What follows belongs to an exercise in optimizing a design on an open flow for small area; a production flow would make more cautious choices.
Only simulation tests tie the RTL to the original design; equivalence was not proved.

==> v36 <==
## reorder_buffer
module reorder_buffer #(
  parameter int ROB_WIDTH = 4,
  parameter int DATA_W    = 32
) (
  input  logic                 clk,
  input  logic                 rst,
  input  logic                 in_assign_ena,
  input  logic [DATA_W-1:0]    in_inst,
  input  logic [4:0]           in_reg_rd,
  input  logic [DATA_W-1:0]    in_pc,
  input  logic                 in_predicted_taken,
  output logic [ROB_WIDTH-1:0] out_assigned_tag,
  output logic                 out_full,
  input  logic [ROB_WIDTH-1:0] in_query_tag1,
  input  logic [ROB_WIDTH-1:0] in_query_tag2,
  output logic                 out_query_tag1_ready,
  output logic                 out_query_tag2_ready,
  output logic [DATA_W-1:0]    out_query_ready_value1,
  output logic [DATA_W-1:0]    out_query_ready_value2,
  input  logic                 in_cdb_ena,
  input  logic [ROB_WIDTH-1:0] in_cdb_tag,
  input  logic [DATA_W-1:0]    in_cdb_value,
  input  logic                 in_cdb_taken,
  input  logic [DATA_W-1:0]    in_cdb_target,
  output logic                 out_commit_ena,
  output logic [4:0]           out_commit_rd,
  output logic [DATA_W-1:0]    out_commit_value,
  output logic [ROB_WIDTH-1:0] out_commit_tag,
  output logic                 out_store_commit_ena,
  output logic [ROB_WIDTH-1:0] out_store_commit_tag,
  output logic                 out_rollback,
  output logic [DATA_W-1:0]    out_correct_pc,
  output logic                 out_bp_update_ena,
  output logic [DATA_W-1:0]    out_bp_pc,
  output logic                 out_bp_taken
);
Settings: LEC_CHECK=0, CAP_MARGIN=5, CORE_MARGIN=2, CORE_UTILIZATION=66, CTS_BUF_LIST=sky130_fd_sc_hd__clkbuf_16, CTS_CLUSTER_DIAMETER=90, CTS_CLUSTER_SIZE=26, SETUP_SLACK_MARGIN=0.1, SLEW_MARGIN=5, SYNTH_HIERARCHICAL=1, SYNTH_MINIMUM_KEEP_SIZE=0; clock period 5.5 ns.
standard.sh (not shown) runs the stock make flow with config.mk's settings and CLKGATE_MAP_FILE= SYNTH_SCRIPT=/design/flow/synth_recipe.tcl, a recipe that flattens the netlist after the stock synthesis.
==> flow/flow/run.sh <==
#!/bin/bash
# Standard ORFS layout (the standard.sh, standard synthesis unchanged) with two knobs:
#  - port buffers use a plain buffer cell instead of the default delay cell;
#  - CTS does not insert dummy loads.
set -euo pipefail
bash standard.sh \
  "BUFFER_PORTS_ARGS=-buffer_cell sky130_fd_sc_hd__buf_1" \
  "CTS_ARGS=-sink_clustering_enable -repair_clock_nets -sink_clustering_size 26 -sink_clustering_max_diameter 90 -buf_list sky130_fd_sc_hd__clkbuf_16 -dont_use_dummy_load" \
  finish > make.log 2>&1
==> v20 (differences from v36) <==
--- a/flow/design.v
+++ b/flow/design.v
@@ -61,27 +61,35 @@
   assign cdb_hit1 = in_cdb_ena && (in_cdb_tag == in_query_tag1);
   assign cdb_hit2 = in_cdb_ena && (in_cdb_tag == in_query_tag2);
   assign out_query_tag1_ready = |(q1_oh & (ready_q | (busy_q & {N{cdb_hit1}})));
   assign out_query_tag2_ready = |(q2_oh & (ready_q | (busy_q & {N{cdb_hit2}})));
   logic [DATA_W-1:0] q_val1, q_val2;
-  logic [N:1][DATA_W-1:0] val_p;
-  for (genvar i = 1; i <= N; i++) begin : g_valp
-    assign val_p[i] = val_q[i];
+  always_comb begin
+    q_val1 = '0;
+    q_val2 = '0;
+    for (int i = 1; i <= N; i++) begin
+      if (q1_oh[i]) q_val1 |= val_q[i];
+      if (q2_oh[i]) q_val2 |= val_q[i];
+    end
   end
-  rob_sel15 #(DATA_W) u_q1 (.sel(q1_oh), .d(val_p), .y(q_val1));
-  rob_sel15 #(DATA_W) u_q2 (.sel(q2_oh), .d(val_p), .y(q_val2));
   assign out_query_ready_value1 = cdb_hit1 ? in_cdb_value : q_val1;
   assign out_query_ready_value2 = cdb_hit2 ? in_cdb_value : q_val2;
   logic [2:0] h_kind;    
-  logic       h_br, h_pr, h_tk, h_rdy;
-  logic [N:1][6:0] h_p;
-  for (genvar i = 1; i <= N; i++) begin : g_hp
-    assign h_p[i] = {a_q[i][7:5], br_q[i], pr_q[i], tk_q[i], ready_q[i]};
+  logic       h_br, h_pr, h_tk;
+  always_comb begin
+    h_kind = '0; h_br = 1'b0; h_pr = 1'b0; h_tk = 1'b0;
+    for (int i = 1; i <= N; i++) begin
+      if (head_oh[i]) begin
+        h_kind |= a_q[i][7:5];
+        h_br   |= br_q[i];
+        h_pr   |= pr_q[i];
+        h_tk   |= tk_q[i];
+      end
+    end
   end
-  rob_sel15 #(7) u_h (.sel(head_oh), .d(h_p), .y({h_kind, h_br, h_pr, h_tk, h_rdy}));
   logic commit_fire, alloc_fire, rollback_fire, h_jalr;
-  assign commit_fire   = h_rdy;
+  assign commit_fire   = |(head_oh & ready_q);
   assign alloc_fire    = in_assign_ena && (count_q != tag_t'(N));
   assign h_jalr        = !h_br && h_kind[1];
   assign rollback_fire = commit_fire && (h_jalr || (h_br && (h_tk != h_pr)));
   logic [6:0] op;
   logic       in_store, in_br, in_jalr;
@@ -90,26 +98,22 @@
   assign in_store = (op == OP_STORE);
   assign in_br    = (op == OP_BRANCH);
   assign in_jalr  = (op == OP_JALR);
   assign a_in     = in_br ? in_pc
                           : {in_pc[DATA_W-1:8], !in_store && (in_reg_rd != 5'd0), in_jalr, in_store, in_reg_rd};
-  logic [N:1] a_we, c_we;
-  logic [DATA_W+1:0] a_nx [1:N];
-  logic [2*DATA_W:0] c_nx [1:N];
-  for (genvar i = 1; i <= N; i++) begin : g_row
-    assign a_we[i] = alloc_fire && tail_oh[i];
-    assign c_we[i] = in_cdb_ena && cdb_oh[i] && !(commit_fire && head_oh[i]);
-    rob_hold #(DATA_W + 2) u_a (.we(a_we[i]), .hold(!a_we[i]), .d({a_in, in_br, in_predicted_taken}),
-                                .q({a_q[i], br_q[i], pr_q[i]}), .y(a_nx[i]));
-    rob_hold #(2 * DATA_W + 1) u_c (.we(c_we[i]), .hold(!c_we[i]),
-                                    .d({in_cdb_value, in_cdb_target, in_cdb_taken}),
-                                    .q({val_q[i], tgt_q[i], tk_q[i]}), .y(c_nx[i]));
-  end
   always_ff @(posedge clk) begin
     for (int i = 1; i <= N; i++) begin
-      {a_q[i], br_q[i], pr_q[i]}    <= a_nx[i];
-      {val_q[i], tgt_q[i], tk_q[i]} <= c_nx[i];
+      if (alloc_fire && tail_oh[i]) begin
+        a_q[i]  <= a_in;
+        br_q[i] <= in_br;
+        pr_q[i] <= in_predicted_taken;
+      end
+      if (in_cdb_ena && cdb_oh[i] && !(commit_fire && head_oh[i])) begin
+        val_q[i] <= in_cdb_value;
+        tgt_q[i] <= in_cdb_target;
+        tk_q[i]  <= in_cdb_taken;
+      end
     end
   end
   always_ff @(posedge clk) begin
     prev_q     <= head_q;
     prev_oh    <= head_oh;
@@ -153,15 +157,20 @@
         count_q <= count_q + tag_t'(alloc_fire) - tag_t'(commit_fire);
       end
     end
   end
   logic [DATA_W-1:0] c_val, c_a, c_tgt;
-  logic [N:1][3*DATA_W-1:0] c_p;
-  for (genvar i = 1; i <= N; i++) begin : g_cp
-    assign c_p[i] = {val_q[i], a_q[i], tgt_q[i]};
+  always_comb begin
+    c_val = '0; c_a = '0; c_tgt = '0;
+    for (int i = 1; i <= N; i++) begin
+      if (prev_oh[i]) begin
+        c_val |= val_q[i];
+        c_a   |= a_q[i];
+        c_tgt |= tgt_q[i];
+      end
+    end
   end
-  rob_sel15 #(3 * DATA_W) u_c (.sel(prev_oh), .d(c_p), .y({c_val, c_a, c_tgt}));
   assign out_assigned_tag     = tail_q;
   assign out_full             = count_q >= tag_t'(N - 1);
   assign out_commit_ena       = commit_ena_q;
   assign out_commit_rd        = c_a[4:0];
   assign out_commit_value     = c_val;
@@ -172,43 +181,5 @@
   assign out_correct_pc       = use_tgt_q ? c_tgt : c_a + DATA_W'(4);
   assign out_bp_update_ena    = bp_ena_q;
   assign out_bp_pc            = c_a;
   assign out_bp_taken         = bp_taken_q;
 endmodule
-module rob_hold #(
-  parameter int W = 32
-) (
-  input  logic         we,
-  input  logic         hold,
-  input  logic [W-1:0] d,
-  input  logic [W-1:0] q,
-  output logic [W-1:0] y
-);
-  assign y = ({W{we}} & d) | ({W{hold}} & q);
-endmodule
-module rob_sel15 #(
-  parameter int W = 32
-) (
-  input  logic [15:1]        sel,
-  input  logic [15:1][W-1:0] d,
-  output logic [W-1:0]       y
-);
-  logic [W-1:0] g [5];
-  for (genvar k = 0; k < 5; k++) begin : g_grp
-    rob_aoi3 #(W) u_aoi (.s0(sel[3*k+1]), .s1(sel[3*k+2]), .s2(sel[3*k+3]),
-                         .d0(d[3*k+1]), .d1(d[3*k+2]), .d2(d[3*k+3]), .y_n(g[k]));
-  end
-  assign y = ~(g[0] & g[1] & g[2] & g[3] & g[4]);
-endmodule
-module rob_aoi3 #(
-  parameter int W = 32
-) (
-  input  logic         s0,
-  input  logic         s1,
-  input  logic         s2,
-  input  logic [W-1:0] d0,
-  input  logic [W-1:0] d1,
-  input  logic [W-1:0] d2,
-  output logic [W-1:0] y_n
-);
-  assign y_n = ~(({W{s0}} & d0) | ({W{s1}} & d1) | ({W{s2}} & d2));
-endmodule
==> flow/flow/run.sh (replaced) <==
#!/bin/bash
# Standard ORFS layout (the standard.sh, standard synthesis unchanged) with two knobs:
#  - port buffers use a plain buffer cell instead of the default delay cell;
#  - CTS does not insert dummy loads.
set -euo pipefail
bash standard.sh \
  "BUFFER_PORTS_ARGS=-buffer_cell sky130_fd_sc_hd__buf_1" \
  "CTS_ARGS=-sink_clustering_enable -repair_clock_nets -sink_clustering_size 17 -sink_clustering_max_diameter 45 -buf_list sky130_fd_sc_hd__clkbuf_8 -dont_use_dummy_load" \
  finish > make.log 2>&1
CORE_UTILIZATION = 50   (was 66)
CTS_BUF_LIST = sky130_fd_sc_hd__clkbuf_8   (was sky130_fd_sc_hd__clkbuf_16)
CTS_CLUSTER_DIAMETER = 45   (was 90)
CTS_CLUSTER_SIZE = 17   (was 26)
SYNTH_HIERARCHICAL = default   (was 1)
SYNTH_MINIMUM_KEEP_SIZE = default   (was 0)
==> v35 (differences from v36) <==
--- a/flow/design.v
+++ b/flow/design.v
@@ -61,27 +61,35 @@
   assign cdb_hit1 = in_cdb_ena && (in_cdb_tag == in_query_tag1);
   assign cdb_hit2 = in_cdb_ena && (in_cdb_tag == in_query_tag2);
   assign out_query_tag1_ready = |(q1_oh & (ready_q | (busy_q & {N{cdb_hit1}})));
   assign out_query_tag2_ready = |(q2_oh & (ready_q | (busy_q & {N{cdb_hit2}})));
   logic [DATA_W-1:0] q_val1, q_val2;
-  logic [N:1][DATA_W-1:0] val_p;
-  for (genvar i = 1; i <= N; i++) begin : g_valp
-    assign val_p[i] = val_q[i];
-  end
-  rob_sel15 #(DATA_W) u_q1 (.sel(q1_oh), .d(val_p), .y(q_val1));
-  rob_sel15 #(DATA_W) u_q2 (.sel(q2_oh), .d(val_p), .y(q_val2));
+  always_comb begin
+    q_val1 = '0;
+    q_val2 = '0;
+    for (int i = 1; i <= N; i++) begin
+      if (q1_oh[i]) q_val1 |= val_q[i];
+      if (q2_oh[i]) q_val2 |= val_q[i];
+    end
+  end
   assign out_query_ready_value1 = cdb_hit1 ? in_cdb_value : q_val1;
   assign out_query_ready_value2 = cdb_hit2 ? in_cdb_value : q_val2;
   logic [2:0] h_kind;    
-  logic       h_br, h_pr, h_tk, h_rdy;
-  logic [N:1][6:0] h_p;
-  for (genvar i = 1; i <= N; i++) begin : g_hp
-    assign h_p[i] = {a_q[i][7:5], br_q[i], pr_q[i], tk_q[i], ready_q[i]};
-  end
-  rob_sel15 #(7) u_h (.sel(head_oh), .d(h_p), .y({h_kind, h_br, h_pr, h_tk, h_rdy}));
+  logic       h_br, h_pr, h_tk;
+  always_comb begin
+    h_kind = '0; h_br = 1'b0; h_pr = 1'b0; h_tk = 1'b0;
+    for (int i = 1; i <= N; i++) begin
+      if (head_oh[i]) begin
+        h_kind |= a_q[i][7:5];
+        h_br   |= br_q[i];
+        h_pr   |= pr_q[i];
+        h_tk   |= tk_q[i];
+      end
+    end
+  end
   logic commit_fire, alloc_fire, rollback_fire, h_jalr;
-  assign commit_fire   = h_rdy;
+  assign commit_fire   = |(head_oh & ready_q);
   assign alloc_fire    = in_assign_ena && (count_q != tag_t'(N));
   assign h_jalr        = !h_br && h_kind[1];
   assign rollback_fire = commit_fire && (h_jalr || (h_br && (h_tk != h_pr)));
   logic [6:0] op;
   logic       in_store, in_br, in_jalr;
@@ -153,15 +161,20 @@
         count_q <= count_q + tag_t'(alloc_fire) - tag_t'(commit_fire);
       end
     end
   end
   logic [DATA_W-1:0] c_val, c_a, c_tgt;
-  logic [N:1][3*DATA_W-1:0] c_p;
-  for (genvar i = 1; i <= N; i++) begin : g_cp
-    assign c_p[i] = {val_q[i], a_q[i], tgt_q[i]};
-  end
-  rob_sel15 #(3 * DATA_W) u_c (.sel(prev_oh), .d(c_p), .y({c_val, c_a, c_tgt}));
+  always_comb begin
+    c_val = '0; c_a = '0; c_tgt = '0;
+    for (int i = 1; i <= N; i++) begin
+      if (prev_oh[i]) begin
+        c_val |= val_q[i];
+        c_a   |= a_q[i];
+        c_tgt |= tgt_q[i];
+      end
+    end
+  end
   assign out_assigned_tag     = tail_q;
   assign out_full             = count_q >= tag_t'(N - 1);
   assign out_commit_ena       = commit_ena_q;
   assign out_commit_rd        = c_a[4:0];
   assign out_commit_value     = c_val;
@@ -183,32 +196,5 @@
   input  logic [W-1:0] q,
   output logic [W-1:0] y
 );
   assign y = ({W{we}} & d) | ({W{hold}} & q);
 endmodule
-module rob_sel15 #(
-  parameter int W = 32
-) (
-  input  logic [15:1]        sel,
-  input  logic [15:1][W-1:0] d,
-  output logic [W-1:0]       y
-);
-  logic [W-1:0] g [5];
-  for (genvar k = 0; k < 5; k++) begin : g_grp
-    rob_aoi3 #(W) u_aoi (.s0(sel[3*k+1]), .s1(sel[3*k+2]), .s2(sel[3*k+3]),
-                         .d0(d[3*k+1]), .d1(d[3*k+2]), .d2(d[3*k+3]), .y_n(g[k]));
-  end
-  assign y = ~(g[0] & g[1] & g[2] & g[3] & g[4]);
-endmodule
-module rob_aoi3 #(
-  parameter int W = 32
-) (
-  input  logic         s0,
-  input  logic         s1,
-  input  logic         s2,
-  input  logic [W-1:0] d0,
-  input  logic [W-1:0] d1,
-  input  logic [W-1:0] d2,
-  output logic [W-1:0] y_n
-);
-  assign y_n = ~(({W{s0}} & d0) | ({W{s1}} & d1) | ({W{s2}} & d2));
-endmodule
==> flow/flow/run.sh (replaced) <==
#!/bin/bash
# Standard ORFS layout (the standard.sh, standard synthesis unchanged) with two knobs:
#  - port buffers use a plain buffer cell instead of the default delay cell;
#  - CTS does not insert dummy loads.
set -euo pipefail
bash standard.sh \
  "BUFFER_PORTS_ARGS=-buffer_cell sky130_fd_sc_hd__buf_2" \
  "CTS_ARGS=-sink_clustering_enable -repair_clock_nets -sink_clustering_size 14 -sink_clustering_max_diameter 50 -buf_list sky130_fd_sc_hd__clkbuf_8 -dont_use_dummy_load" \
  finish > make.log 2>&1
CAP_MARGIN = 20   (was 5)
CORE_UTILIZATION = 50   (was 66)
CTS_BUF_LIST = sky130_fd_sc_hd__clkbuf_8   (was sky130_fd_sc_hd__clkbuf_16)
CTS_CLUSTER_DIAMETER = 50   (was 90)
CTS_CLUSTER_SIZE = 14   (was 26)
SETUP_SLACK_MARGIN = 0.15   (was 0.1)
SLEW_MARGIN = 20   (was 5)
==> comparison table <==
item	v35	v36	v20
Outcome	timing/DRC/antenna clean	finished with violations	timing/DRC/antenna clean
Violated checks	-	capacitance limit, slew limit	-
Number of global-route vias before repair	57000	52500	43900
Met2 Usage GRT	63.4%	67.1%	53.7%
Combined global-route utilization of all metal layers	43.2%	47.4%	35.5%
Total number of cells along the worst setup path	7	8	12
Minimum clock period after layout	5430 ps	5400 ps	5260 ps
Parity-gate share of the synthesized area counting xor and xnor cells	0.351%	0.589%	0.332%
Worst Path Buf+Inv	4	3	3
Layout buffer count excluding clock buffers	532	468	517
Share of cell area taken by multi-input logic gates	42.2%	42.1%	22.9%
Num tapcells	1742	1276	1650
Worst Setup EP	out_commit_value[18]	out_correct_pc[7]	out_correct_pc[24]
Final slew viol count	0	33	0
Count of yosys warnings during synthesis	15	21	4
Clock latency at the later pin of the worst-skew pair	960 ps	710 ps	940 ps
Global placer's final weighted congestion	0.919	0.974	0.951
Post-synth EDFFs	0	0	1485
Root buffer cell	clkbuf_8	clkbuf_16	clkbuf_8
Share of the synthesized area in the top cell type	46.5%	47.1%	70.4%
Total Routed Length	300 mm	247 mm	235 mm
Synth-to-layout area growth	6.01%	1.56%	10.7%
Maximum capacitance violations	0	2	0
Storage cell area	31400 um^2	31400 um^2	46200 um^2

==> separate check: timing with driven ports <==
How much do the figures lean on ideal ports? The routed layouts below were timed once more, with nothing changed but the port constraints. Step 1 assumes that a clkbuf_16 drives the clock port and a buf_2 every other input. Step 2 adds t to the input delays and takes it off the output delays; t is the mean of the earliest and latest rising clock arrival at the registers after step 1. Input paths then give back, and output paths get back, about the clock's delay inside the block. Three values: ideal, step 1, step 2; two values: the first two.
run | t, ns | slack for setup (ns) | hold WS [ns] | latest minus earliest clock arrival (ns) | worst data-port slew with drivers (ns)
v36 | 0.751 | 0.104 / 0.029 / 0.112 | 0.460 / 0.460 / 0.460 | 0.079 / 0.080 | 0.15
v20 | 0.956 | 0.240 / 0.166 / 0.385 | 0.416 / 0.382 / 0.416 | 0.118 / 0.118 | 0.19
v35 | 0.988 | 0.074 / -0.003 / 0.567 | 0.306 / 0.247 / 0.417 | 0.110 / 0.110 | 0.18
